This design comes from an exercise in tuning for small area, a short achievable clock period and few clock cycles on the open sky130 flow, not from production work. RTL that was checked went through simulation tests only; none was proved equivalent to the original. Power and IR drop assume default switching activity.

Design c_subset_lexer, start of the top module:
module c_subset_lexer (
    input  logic        clk,
    input  logic        rst_n,
    input  logic        char_valid,
    output logic        char_stall,
    input  logic [7:0]  char_code,
    output logic        token_valid,
    input  logic        token_stall,
    output logic [4:0]  token_kind,
    output logic [23:0] token_start,
    output logic [15:0] token_length,
    output logic [23:0] line_number,
    output logic [30:0] token_value,
    output logic        last_of_run
);
export LEC_CHECK = 0
export CAP_MARGIN = 20
export CORE_MARGIN = 4
export CORE_UTILIZATION = 55
export SETUP_SLACK_MARGIN = 4.3
export SLEW_MARGIN = 20
export TNS_END_PERCENT = 5
create_clock -name core_clock -period 6.5 [get_ports {clk}]
standard.sh (not shown) runs the stock make flow with config.mk's settings and CLKGATE_MAP_FILE= SYNTH_SCRIPT=/design/flow/synth_recipe.tcl, a recipe that flattens the netlist after the stock synthesis.
==> flow/flow/run.sh <==
#!/bin/bash
# Layout flow: the standard synthesis unchanged, then the standard ORFS layout with
# plain buffers (not delay cells) on the ports and for timing repair, and a clock
# tree without dummy loads.
set -euo pipefail
bash standard.sh synth > synth.log 2>&1
export BUFFER_PORTS_ARGS="-buffer_cell sky130_fd_sc_hd__buf_1"
export DONT_USE_CELLS="sky130_fd_sc_hd__clkdlybuf4s15_1 sky130_fd_sc_hd__clkdlybuf4s15_2 sky130_fd_sc_hd__clkdlybuf4s18_1 sky130_fd_sc_hd__clkdlybuf4s18_2 sky130_fd_sc_hd__clkdlybuf4s25_1 sky130_fd_sc_hd__clkdlybuf4s25_2 sky130_fd_sc_hd__clkdlybuf4s50_1 sky130_fd_sc_hd__clkdlybuf4s50_2 sky130_fd_sc_hd__dlygate4sd1_1 sky130_fd_sc_hd__dlygate4sd2_1 sky130_fd_sc_hd__dlygate4sd3_1 sky130_fd_sc_hd__dlymetal6s2s_1 sky130_fd_sc_hd__dlymetal6s4s_1 sky130_fd_sc_hd__dlymetal6s6s_1"
export CTS_ARGS="-sink_clustering_enable -repair_clock_nets -dont_use_dummy_load -sink_clustering_size 24 -sink_clustering_max_diameter 80 -buf_list {sky130_fd_sc_hd__clkbuf_8}"
bash standard.sh > layout.log 2>&1
The baseline went through all stages and came out clean.
Testbench counts at the start, summed over its fixed seeds: cycles 24,152.
Change:
- SETUP_SLACK_MARGIN: 4.3 -> 4.0
The changed run produced a clean layout.
Maximum frequency is about the same.
Sequential power stays flat.
Via count fell by about 1%.
Power came out lower by about 1.5%.
Core utilization falls by 0.65 points.
Setup slack gets better by 0.0035 ns.
Die area does not change.
Global-route usage fell by 0.30 points.


== v50 ==
Another version of the RTL of c_subset_lexer (not shown whole).
For scale: ~1,100 cells after synthesis, roughly 160 flip-flops, roughly 120 I/O pins, about 0.011 sq mm of cells after synthesis.
make LEC_CHECK=0 CAP_MARGIN=20 CORE_MARGIN=2 CORE_UTILIZATION=40 SLEW_MARGIN=20 finish   # period 6.5 ns
run.sh (not shown) runs the stock make flow with config.mk's settings and CLKGATE_MAP_FILE= SYNTH_SCRIPT=/design/flow/synth_recipe.tcl, a recipe that flattens the netlist after the stock synthesis.
Stock flow here: none of the scripts above is used.
v50 | status: complete | timing, DRC, antenna: pass
Testbench counts of v50, summed over its fixed seeds: cycles 24,152.
Input changes introduced in v55 (baseline for comparison: v50):
Settings: an added SETUP_SLACK_MARGIN of 4.3; an added ABC_CLOCK_PERIOD_IN_PS of 2000.
Notes after the runs:
Sequential share of cell area sits lower in v55 than in v50. Going from v50 to v55, clock-net power barely changed, maximum fanout count along the critical path fell 6, clock group share of total power shows a reduction of 5.2 points. Summary: with v50 as the reference, filler-free cell count of the finished design in v55 moved up by more than 10%. The capture point of the worst path comes out acc[6]$_SDFFE_PP0P_ in one run and acc[27]$_SDFFE_PP0P_ in the other, namely in v55 and v50 respectively. Number of buffers and inverters on the critical path delta for v55 relative to v50: 5 higher. Diff v50..v55 | share of synthesized cell area in full adder, half adder and majority cells | unchanged.
Changes in v36 relative to v55:
Settings: SETUP_SLACK_MARGIN changed from 4.3 to 3.5; ABC_CLOCK_PERIOD_IN_PS changed from 2000 to 3000.
Findings:
The hold slack of v36 falls short of that of v55 by 25 ps. v36 vs v55: non-clock buffer count down in v36. Looking at endpoint of the worst setup timing path, the acc[1]$_DFFE_PP_ result is from v36; the acc[6]$_SDFFE_PP0P_ one comes from v55. Share of the clock period used by the worst path: v36 vs v55 down 1.4 points. v36 against v55: share of total power in combinational logic now sits lower, overall via count from detail_route down 599. Taking v55 as the reference, in v36 total wirelength of the detailed-routed design shows a reduction of 7.1%; setup slack picked up an extra 88 ps; die area did not really move; sequential share of layout area went up by 2.7 points.


c_subset_lexer, a different RTL version from the one above (not shown whole).
Size in the first run: ~1200 cells after synthesis, ~180 flip-flops, ~120 I/O pins, ~11000 um^2 of cells after synthesis.
export LEC_CHECK = 0
export CAP_MARGIN = 20
export CORE_MARGIN = 4
export CORE_UTILIZATION = 40
export SETUP_SLACK_MARGIN = 4.0
export SLEW_MARGIN = 20
export TNS_END_PERCENT = 5
create_clock -name core_clock -period 6.5 [get_ports {clk}]
standard.sh (not shown) runs the stock make flow with config.mk's settings and CLKGATE_MAP_FILE= SYNTH_SCRIPT=/design/flow/synth_recipe.tcl, a recipe that flattens the netlist after the stock synthesis.
==> flow/flow/run.sh <==
#!/bin/bash
# Layout flow: the standard synthesis unchanged, then the standard ORFS layout with
# plain buffers (not delay cells) on the ports and for timing repair, and a clock
# tree without dummy loads.
set -euo pipefail
bash standard.sh synth > synth.log 2>&1
export BUFFER_PORTS_ARGS="-buffer_cell sky130_fd_sc_hd__buf_1"
export DONT_USE_CELLS="sky130_fd_sc_hd__clkdlybuf4s15_1 sky130_fd_sc_hd__clkdlybuf4s15_2 sky130_fd_sc_hd__clkdlybuf4s18_1 sky130_fd_sc_hd__clkdlybuf4s18_2 sky130_fd_sc_hd__clkdlybuf4s25_1 sky130_fd_sc_hd__clkdlybuf4s25_2 sky130_fd_sc_hd__clkdlybuf4s50_1 sky130_fd_sc_hd__clkdlybuf4s50_2 sky130_fd_sc_hd__dlygate4sd1_1 sky130_fd_sc_hd__dlygate4sd2_1 sky130_fd_sc_hd__dlygate4sd3_1 sky130_fd_sc_hd__dlymetal6s2s_1 sky130_fd_sc_hd__dlymetal6s4s_1 sky130_fd_sc_hd__dlymetal6s6s_1"
export CTS_ARGS="-sink_clustering_enable -repair_clock_nets -dont_use_dummy_load -sink_clustering_size 12 -sink_clustering_max_diameter 60 -buf_list {sky130_fd_sc_hd__clkbuf_8}"
bash standard.sh > layout.log 2>&1
Change:
Settings changed: CORE_UTILIZATION 40 to 55.
After rerunning: The changed run went through all stages and came out clean; power went up by 2.8%; synthesized area stays the same; combinational power went up by 7.2%; cell area went up by 0.65%; clock power went down by about 1%; fmax went up by 1.5%; sequential power stays flat; global-route usage went up by 6.6 points; sequential cell count stays the same.
Change:
--- a/flow/flow/run.sh
+++ b/flow/flow/run.sh
@@ -7,4 +7,4 @@
 export BUFFER_PORTS_ARGS="-buffer_cell sky130_fd_sc_hd__buf_1"
 export DONT_USE_CELLS="sky130_fd_sc_hd__clkdlybuf4s15_1 sky130_fd_sc_hd__clkdlybuf4s15_2 sky130_fd_sc_hd__clkdlybuf4s18_1 sky130_fd_sc_hd__clkdlybuf4s18_2 sky130_fd_sc_hd__clkdlybuf4s25_1 sky130_fd_sc_hd__clkdlybuf4s25_2 sky130_fd_sc_hd__clkdlybuf4s50_1 sky130_fd_sc_hd__clkdlybuf4s50_2 sky130_fd_sc_hd__dlygate4sd1_1 sky130_fd_sc_hd__dlygate4sd2_1 sky130_fd_sc_hd__dlygate4sd3_1 sky130_fd_sc_hd__dlymetal6s2s_1 sky130_fd_sc_hd__dlymetal6s4s_1 sky130_fd_sc_hd__dlymetal6s6s_1"
-export CTS_ARGS="-sink_clustering_enable -repair_clock_nets -dont_use_dummy_load -sink_clustering_size 12 -sink_clustering_max_diameter 60 -buf_list {sky130_fd_sc_hd__clkbuf_8}"
+export CTS_ARGS="-sink_clustering_enable -repair_clock_nets -dont_use_dummy_load -sink_clustering_size 24 -sink_clustering_max_diameter 80 -buf_list {sky130_fd_sc_hd__clkbuf_8}"
 bash standard.sh > layout.log 2>&1
Settings changed: CORE_UTILIZATION 55 to 40.
Total power fell by 2.7%.
Design area goes down by 0.65%.
Core utilization fell by 18 points.
Die area rises by 35%.
Cell count grows by 5.8%.
Global-route usage is lower by 6.6 points.
Hold slack is worse by 0.0057 ns.
Sequential power is about the same.
Via count decreases by 0.84%.
Sequential share of layout area went up by 0.25 points.
No run of this note included a check of the RTL's function; only the layout flow was run.


Another version of the RTL of c_subset_lexer (not shown whole).
Size: roughly 1,200 cells after synthesis, roughly 170 flip-flops.
Design c_subset_lexer, start of the top module:
module c_subset_lexer (
    input  logic        clk,
    input  logic        rst_n,
    input  logic        char_valid,
    output logic        char_stall,
    input  logic [7:0]  char_code,
    output logic        token_valid,
    input  logic        token_stall,
    output logic [4:0]  token_kind,
    output logic [23:0] token_start,
    output logic [15:0] token_length,
    output logic [23:0] line_number,
    output logic [30:0] token_value,
    output logic        last_of_run
);
    localparam logic [4:0] K_EOF = 5'd0, K_ERROR = 5'd1, K_IDENT = 5'd2, K_NUMBER = 5'd3,
                           K_LPAREN = 5'd4, K_RPAREN = 5'd5, K_LBRACE = 5'd6, K_RBRACE = 5'd7,
                           K_SEMI = 5'd8, K_COMMA = 5'd9, K_PLUS = 5'd10, K_MINUS = 5'd11,
                           K_STAR = 5'd12, K_SLASH = 5'd13, K_BANG = 5'd14, K_NE = 5'd15,
                           K_ASSIGN = 5'd16, K_EQ = 5'd17, K_LT = 5'd18, K_LE = 5'd19,
                           K_GT = 5'd20, K_GE = 5'd21;
    localparam logic [3:0] M_IDLE = 4'd0, M_WORD = 4'd1, M_NUM = 4'd2, M_NUMX = 4'd3,
                           M_SLASH = 4'd4, M_COMMENT = 4'd5,
                           M_BANG = 4'd8, M_ASSIGN = 4'd9, M_LT = 4'd10, M_GT = 4'd11;
    localparam logic [4:0] W_NONE = 5'd0, W_I = 5'd1, W_IN = 5'd2, W_E = 5'd3, W_EL = 5'd4,
                           W_ELS = 5'd5, W_W = 5'd6, W_WH = 5'd7, W_WHI = 5'd8, W_WHIL = 5'd9,
                           W_R = 5'd10, W_RE = 5'd11, W_RET = 5'd12, W_RETU = 5'd13,
  ...
clock: 6.5 ns
lec_check: 0
cap_margin: 20
core_margin: 4
core_utilization: 40
setup_slack_margin: 3.5
slew_margin: 20
tns_end_percent: 5
run.sh (not shown) runs the stock make flow with config.mk's settings and CLKGATE_MAP_FILE= SYNTH_SCRIPT=/design/flow/synth_recipe.tcl, a recipe that flattens the netlist after the stock synthesis.
Stock flow here: none of the scripts above is used.
Testbench counts at the start, summed over its fixed seeds: cycles 24,152.
Change:
==> flow/flow/run.sh (new file) <==
#!/bin/bash
# Layout flow: the standard synthesis unchanged, then the standard ORFS layout with
# plain buffers (not delay cells) on the ports and for timing repair.
set -euo pipefail
bash standard.sh synth > synth.log 2>&1
export BUFFER_PORTS_ARGS="-buffer_cell sky130_fd_sc_hd__buf_2"
export DONT_USE_CELLS="sky130_fd_sc_hd__clkdlybuf4s15_1 sky130_fd_sc_hd__clkdlybuf4s15_2 sky130_fd_sc_hd__clkdlybuf4s18_1 sky130_fd_sc_hd__clkdlybuf4s18_2 sky130_fd_sc_hd__clkdlybuf4s25_1 sky130_fd_sc_hd__clkdlybuf4s25_2 sky130_fd_sc_hd__clkdlybuf4s50_1 sky130_fd_sc_hd__clkdlybuf4s50_2 sky130_fd_sc_hd__dlygate4sd1_1 sky130_fd_sc_hd__dlygate4sd2_1 sky130_fd_sc_hd__dlygate4sd3_1 sky130_fd_sc_hd__dlymetal6s2s_1 sky130_fd_sc_hd__dlymetal6s4s_1 sky130_fd_sc_hd__dlymetal6s6s_1"
bash standard.sh > layout.log 2>&1
==> flow/standard.sh (new file) <==
#!/bin/bash
# synth_recipe.tcl (not shown) runs the flow's synth.tcl, then flattens the netlist and writes it again
# the make line also repeats each setting of config.mk as NAME=value (left out here)
make -C /OpenROAD-flow-scripts/flow DESIGN_CONFIG=/design/flow/config.mk WORK_HOME=/design/flow/orfs CLKGATE_MAP_FILE= SYNTH_SCRIPT=/design/flow/synth_recipe.tcl "${@:-finish}"
removed: flow/run.sh
Effect: Clock power decreases by about 4%. Setup slack loses 0.040 ns. Area after synthesis stays the same. Hold slack barely changes. Wire length is lower by 2.4%. Synthesized cell count does not change. Maximum frequency went down by 1.2%. Total power shrinks by 6.0%.
Change:
==> flow/run.sh (new file) <==
#!/bin/bash
# synth_recipe.tcl (not shown) runs the flow's synth.tcl, then flattens the netlist and writes it again
# the make line also repeats each setting of config.mk as NAME=value (left out here)
make -C /OpenROAD-flow-scripts/flow DESIGN_CONFIG=/design/flow/config.mk WORK_HOME=/design/flow/orfs CLKGATE_MAP_FILE= SYNTH_SCRIPT=/design/flow/synth_recipe.tcl finish
SETUP_SLACK_MARGIN = 3.8   (was 3.5)
TNS_END_PERCENT = unset   (was 5)
removed: flow/flow/run.sh
removed: flow/standard.sh
What happened:
- die area stays the same
- fmax climbs slightly
- critical path depth is unchanged
- cell count increases by a little under a tenth
- setup slack improves by 0.061 ns
- sequential power is about the same
- cell area went up by about a fifth
- wire length went up by about a fifth
- power is higher by about a fifth


job 7560:
Another version of the RTL of c_subset_lexer (not shown whole).
For scale: roughly 1100 cells after synthesis, about 180 flip-flops, ~120 I/O pins, roughly 11000 um2 of cells after synthesis.
## c_subset_lexer
module c_subset_lexer (
    input  logic        clk,
    input  logic        rst_n,
    input  logic        char_valid,
    output logic        char_stall,
    input  logic [7:0]  char_code,
    output logic        token_valid,
    input  logic        token_stall,
    output logic [4:0]  token_kind,
    output logic [23:0] token_start,
    output logic [15:0] token_length,
    output logic [23:0] line_number,
    output logic [30:0] token_value,
    output logic        last_of_run
);
    localparam logic [4:0] K_EOF = 5'd0, K_ERROR = 5'd1, K_IDENT = 5'd2, K_NUMBER = 5'd3,
                           K_LPAREN = 5'd4, K_RPAREN = 5'd5, K_LBRACE = 5'd6, K_RBRACE = 5'd7,
                           K_SEMI = 5'd8, K_COMMA = 5'd9, K_PLUS = 5'd10, K_MINUS = 5'd11,
                           K_STAR = 5'd12, K_SLASH = 5'd13, K_BANG = 5'd14, K_NE = 5'd15,
                           K_ASSIGN = 5'd16, K_EQ = 5'd17, K_LT = 5'd18, K_LE = 5'd19,
                           K_GT = 5'd20, K_GE = 5'd21;
  ...
==> flow/config.mk <==
export PLATFORM = sky130hd
export DESIGN_NAME = c_subset_lexer
export DESIGN_NICKNAME = c_subset_lexer
export VERILOG_FILES = /design/flow/design.v
export SDC_FILE = /design/flow/constraint.sdc
export NUM_CORES = 4
export LEC_CHECK = 0
export CAP_MARGIN = 20
export CORE_MARGIN = 4
export CORE_UTILIZATION = 60
export GPL_TIMING_DRIVEN = 1
export SETUP_SLACK_MARGIN = 4.0
export SLEW_MARGIN = 20
export TNS_END_PERCENT = 5
==> flow/constraint.sdc <==
create_clock -name core_clock -period 6.5 [get_ports {clk}]
set_input_delay 1.3000 -clock core_clock [delete_from_list [all_inputs] [get_ports {clk}]]
set_output_delay 1.3000 -clock core_clock [all_outputs]
set_load 0.01 [all_outputs]
standard.sh (not shown) runs the stock make flow with config.mk's settings and CLKGATE_MAP_FILE= SYNTH_SCRIPT=/design/flow/synth_recipe.tcl, a recipe that flattens the netlist after the stock synthesis.
==> flow/flow/run.sh <==
#!/bin/bash
# Layout flow: the standard synthesis unchanged, then the standard ORFS layout with
# plain buffers (not delay cells) on the ports and for timing repair, and a clock
# tree without dummy loads.
set -euo pipefail
bash standard.sh synth > synth.log 2>&1
export BUFFER_PORTS_ARGS="-buffer_cell sky130_fd_sc_hd__buf_1"
export DONT_USE_CELLS="sky130_fd_sc_hd__clkdlybuf4s15_1 sky130_fd_sc_hd__clkdlybuf4s15_2 sky130_fd_sc_hd__clkdlybuf4s18_1 sky130_fd_sc_hd__clkdlybuf4s18_2 sky130_fd_sc_hd__clkdlybuf4s25_1 sky130_fd_sc_hd__clkdlybuf4s25_2 sky130_fd_sc_hd__clkdlybuf4s50_1 sky130_fd_sc_hd__clkdlybuf4s50_2 sky130_fd_sc_hd__dlygate4sd1_1 sky130_fd_sc_hd__dlygate4sd2_1 sky130_fd_sc_hd__dlygate4sd3_1 sky130_fd_sc_hd__dlymetal6s2s_1 sky130_fd_sc_hd__dlymetal6s4s_1 sky130_fd_sc_hd__dlymetal6s6s_1"
export CTS_ARGS="-sink_clustering_enable -repair_clock_nets -dont_use_dummy_load -sink_clustering_size 24 -sink_clustering_max_diameter 80 -buf_list {sky130_fd_sc_hd__clkbuf_4 sky130_fd_sc_hd__clkbuf_8}"
bash standard.sh > layout.log 2>&1
Testbench counts of job 7560, summed over its fixed seeds: cycles 24,152.
Changes in job 2135 relative to job 7560:
==> flow/flow/run.sh <==
#!/bin/bash
# Layout flow: the standard synthesis unchanged, then the standard ORFS layout with
# plain buffers (not delay cells) on the ports and for timing repair.
set -euo pipefail
bash standard.sh synth > synth.log 2>&1
export BUFFER_PORTS_ARGS="-buffer_cell sky130_fd_sc_hd__buf_2"
export DONT_USE_CELLS="sky130_fd_sc_hd__clkdlybuf4s15_1 sky130_fd_sc_hd__clkdlybuf4s15_2 sky130_fd_sc_hd__clkdlybuf4s18_1 sky130_fd_sc_hd__clkdlybuf4s18_2 sky130_fd_sc_hd__clkdlybuf4s25_1 sky130_fd_sc_hd__clkdlybuf4s25_2 sky130_fd_sc_hd__clkdlybuf4s50_1 sky130_fd_sc_hd__clkdlybuf4s50_2 sky130_fd_sc_hd__dlygate4sd1_1 sky130_fd_sc_hd__dlygate4sd2_1 sky130_fd_sc_hd__dlygate4sd3_1 sky130_fd_sc_hd__dlymetal6s2s_1 sky130_fd_sc_hd__dlymetal6s4s_1 sky130_fd_sc_hd__dlymetal6s6s_1"
bash standard.sh > layout.log 2>&1
diff --git a/flow/config.mk b/flow/config.mk
--- a/flow/config.mk
+++ b/flow/config.mk
@@ -9,4 +9,3 @@
 export CORE_MARGIN = 4
-export CORE_UTILIZATION = 60
-export GPL_TIMING_DRIVEN = 1
+export CORE_UTILIZATION = 40
 export SETUP_SLACK_MARGIN = 4.0
--- outcome ---
Job 2135 | stages: all done | timing, DRC, antenna: all pass. acc[29]$_SDFFE_PP0P_ as the endpoint of the most critical setup path was reported by job 7560, and acc[17]$_SDFFE_PP0P_ by job 2135. Compared with job 7560, job 2135 degrades half-perimeter wire length of the detailed placement result. Changes observed in job 2135 relative to job 7560: total via count in the routed design decreased 73, clock group share of total power increased by 6.9 points relative to the old numbers, relative contribution of combinational cells to total power moved down. Job 2135 does worse than job 7560 on core box area. Comparing job 2135 and job 7560, worst hold-check slack is higher on job 2135. Job 2135 vs job 7560 — final cell count without fillers rose 9.0%. Job 2135 ended with more area added between synthesis and finish than job 7560. Going from job 7560 to job 2135, the final period demand of the worst path was found to have gone down by 110 ps.
Relative to job 2135, the following input files were edited for job 5219:
==> flow/flow/run.sh <==
#!/bin/bash
# Layout flow: the standard synthesis unchanged, then the standard ORFS layout with
# plain buffers (not delay cells) on the ports and for timing repair, and a clock
# tree without dummy loads.
set -euo pipefail
bash standard.sh synth > synth.log 2>&1
export BUFFER_PORTS_ARGS="-buffer_cell sky130_fd_sc_hd__buf_2"
export DONT_USE_CELLS="sky130_fd_sc_hd__clkdlybuf4s15_1 sky130_fd_sc_hd__clkdlybuf4s15_2 sky130_fd_sc_hd__clkdlybuf4s18_1 sky130_fd_sc_hd__clkdlybuf4s18_2 sky130_fd_sc_hd__clkdlybuf4s25_1 sky130_fd_sc_hd__clkdlybuf4s25_2 sky130_fd_sc_hd__clkdlybuf4s50_1 sky130_fd_sc_hd__clkdlybuf4s50_2 sky130_fd_sc_hd__dlygate4sd1_1 sky130_fd_sc_hd__dlygate4sd2_1 sky130_fd_sc_hd__dlygate4sd3_1 sky130_fd_sc_hd__dlymetal6s2s_1 sky130_fd_sc_hd__dlymetal6s4s_1 sky130_fd_sc_hd__dlymetal6s6s_1"
export CTS_ARGS="-sink_clustering_enable -repair_clock_nets -dont_use_dummy_load -sink_clustering_size 24 -sink_clustering_max_diameter 80 -buf_list {sky130_fd_sc_hd__clkbuf_8 sky130_fd_sc_hd__clkbuf_16}"
bash standard.sh > layout.log 2>&1
Findings:
Looking at job 5219 and job 2135, the total clock buffers created by CTS is a wash.
Higher worst hold slack was reported by job 5219, not job 2135.
[compare] base=job 2135 new=job 5219: overall routing resource usage stayed essentially flat, clock sink total closely matched the old numbers, fraction of met2 tracks used by global routing +0.34 points, cell internal power dissipation saw a decrease, share of total power in the clock network now sits lower.
Number of failing setup endpoints in the final timing report: job 2135 vs job 5219, no meaningful difference
[compare] base=job 2135 new=job 5219: number of filler cells placed in the layout went up; inverter count of the layout excluding clock inverters went down; net count reported at finish went down.
The inputs of job 3035 differ from those of job 5219 as listed below.
==> flow/flow/run.sh <==
#!/bin/bash
# Layout flow: the standard synthesis unchanged, then the standard ORFS layout with
# plain buffers (not delay cells) on the ports and for timing repair.
set -euo pipefail
bash standard.sh synth > synth.log 2>&1
export BUFFER_PORTS_ARGS="-buffer_cell sky130_fd_sc_hd__buf_2"
export DONT_USE_CELLS="sky130_fd_sc_hd__clkdlybuf4s15_1 sky130_fd_sc_hd__clkdlybuf4s15_2 sky130_fd_sc_hd__clkdlybuf4s18_1 sky130_fd_sc_hd__clkdlybuf4s18_2 sky130_fd_sc_hd__clkdlybuf4s25_1 sky130_fd_sc_hd__clkdlybuf4s25_2 sky130_fd_sc_hd__clkdlybuf4s50_1 sky130_fd_sc_hd__clkdlybuf4s50_2 sky130_fd_sc_hd__dlygate4sd1_1 sky130_fd_sc_hd__dlygate4sd2_1 sky130_fd_sc_hd__dlygate4sd3_1 sky130_fd_sc_hd__dlymetal6s2s_1 sky130_fd_sc_hd__dlymetal6s4s_1 sky130_fd_sc_hd__dlymetal6s6s_1"
bash standard.sh > layout.log 2>&1
diff --git a/flow/config.mk b/flow/config.mk
--- a/flow/config.mk
+++ b/flow/config.mk
@@ -10,3 +10,3 @@
 export CORE_UTILIZATION = 40
-export SETUP_SLACK_MARGIN = 4.0
+export SETUP_SLACK_MARGIN = 4.4
 export SLEW_MARGIN = 20
Final antenna-violating net count: job 5219 vs job 3035 identical. Job 3035 and job 5219 all finish clean. Diff job 5219 -> job 3035: share of the synthesized netlist area taken by xor and xnor gates essentially unchanged; total power consumption of the routed design climbed 9.8%. The lower number of iterations in the first detailed-routing pass came out of job 3035. Job 3035 and job 5219 ended up with nearly the same number of buffers and inverters on the critical path. Post-layout instance area on job 3035 is behind job 5219.

-- re-timing with driven ports --
How much do the figures lean on ideal ports? The routed layouts below were timed once more, with nothing changed but the port constraints.
Step 1 (the two cells are an assumption about what drives the block):
set clk [get_ports {clk}]
set_driving_cell -lib_cell sky130_fd_sc_hd__clkbuf_16 $clk
set_driving_cell -lib_cell sky130_fd_sc_hd__buf_2 [delete_from_list [all_inputs] $clk]
Step 2, shift: input delay + t, output delay - t, t = (earliest + latest rising clock arrival at the registers) / 2. This alone moves slack from input paths to output paths.
a / b / c = ideal / step 1 / step 2; a / b = the first two.
run | t (ns) | setup slack, ns | worst slew at a driven data input, ns
the first run of note 1 | 0.496 | 3.674 / 3.674 / 3.298 | 0.08
the second run of note 1 | 0.496 | 3.677 / 3.677 / 3.269 | 0.08
v50 | 0.483 | 2.363 / 2.363 / 1.985 | 0.07
v55 | 0.484 | 3.144 / 3.144 / 3.144 | 0.08
v36 | 0.475 | 3.232 / 3.232 / 3.181 | 0.07
the first run of note 3 | 0.505 | 3.693 / 3.692 / 3.187 | 0.06
the second run of note 3 | 0.499 | 3.735 / 3.735 / 3.261 | 0.05
the third run of note 3 | 0.505 | 3.693 / 3.692 / 3.187 | 0.06
the first run of note 4 | 0.481 | 3.354 / 3.306 / 3.078 | 0.05
the second run of note 4 | 0.467 | 3.314 / 3.314 / 2.891 | 0.05
the third run of note 4 | 0.482 | 3.375 / 3.375 / 3.199 | 0.06
job 7560 | 0.497 | 3.126 / 3.126 / 2.952 | 0.07
job 2135 | 0.484 | 3.238 / 3.238 / 3.051 | 0.08
job 5219 | 0.471 | 3.250 / 3.250 / 2.880 | 0.05
job 3035 | 0.480 | 3.248 / 3.248 / 3.147 | 0.08
After both steps every run listed still meets setup and hold.
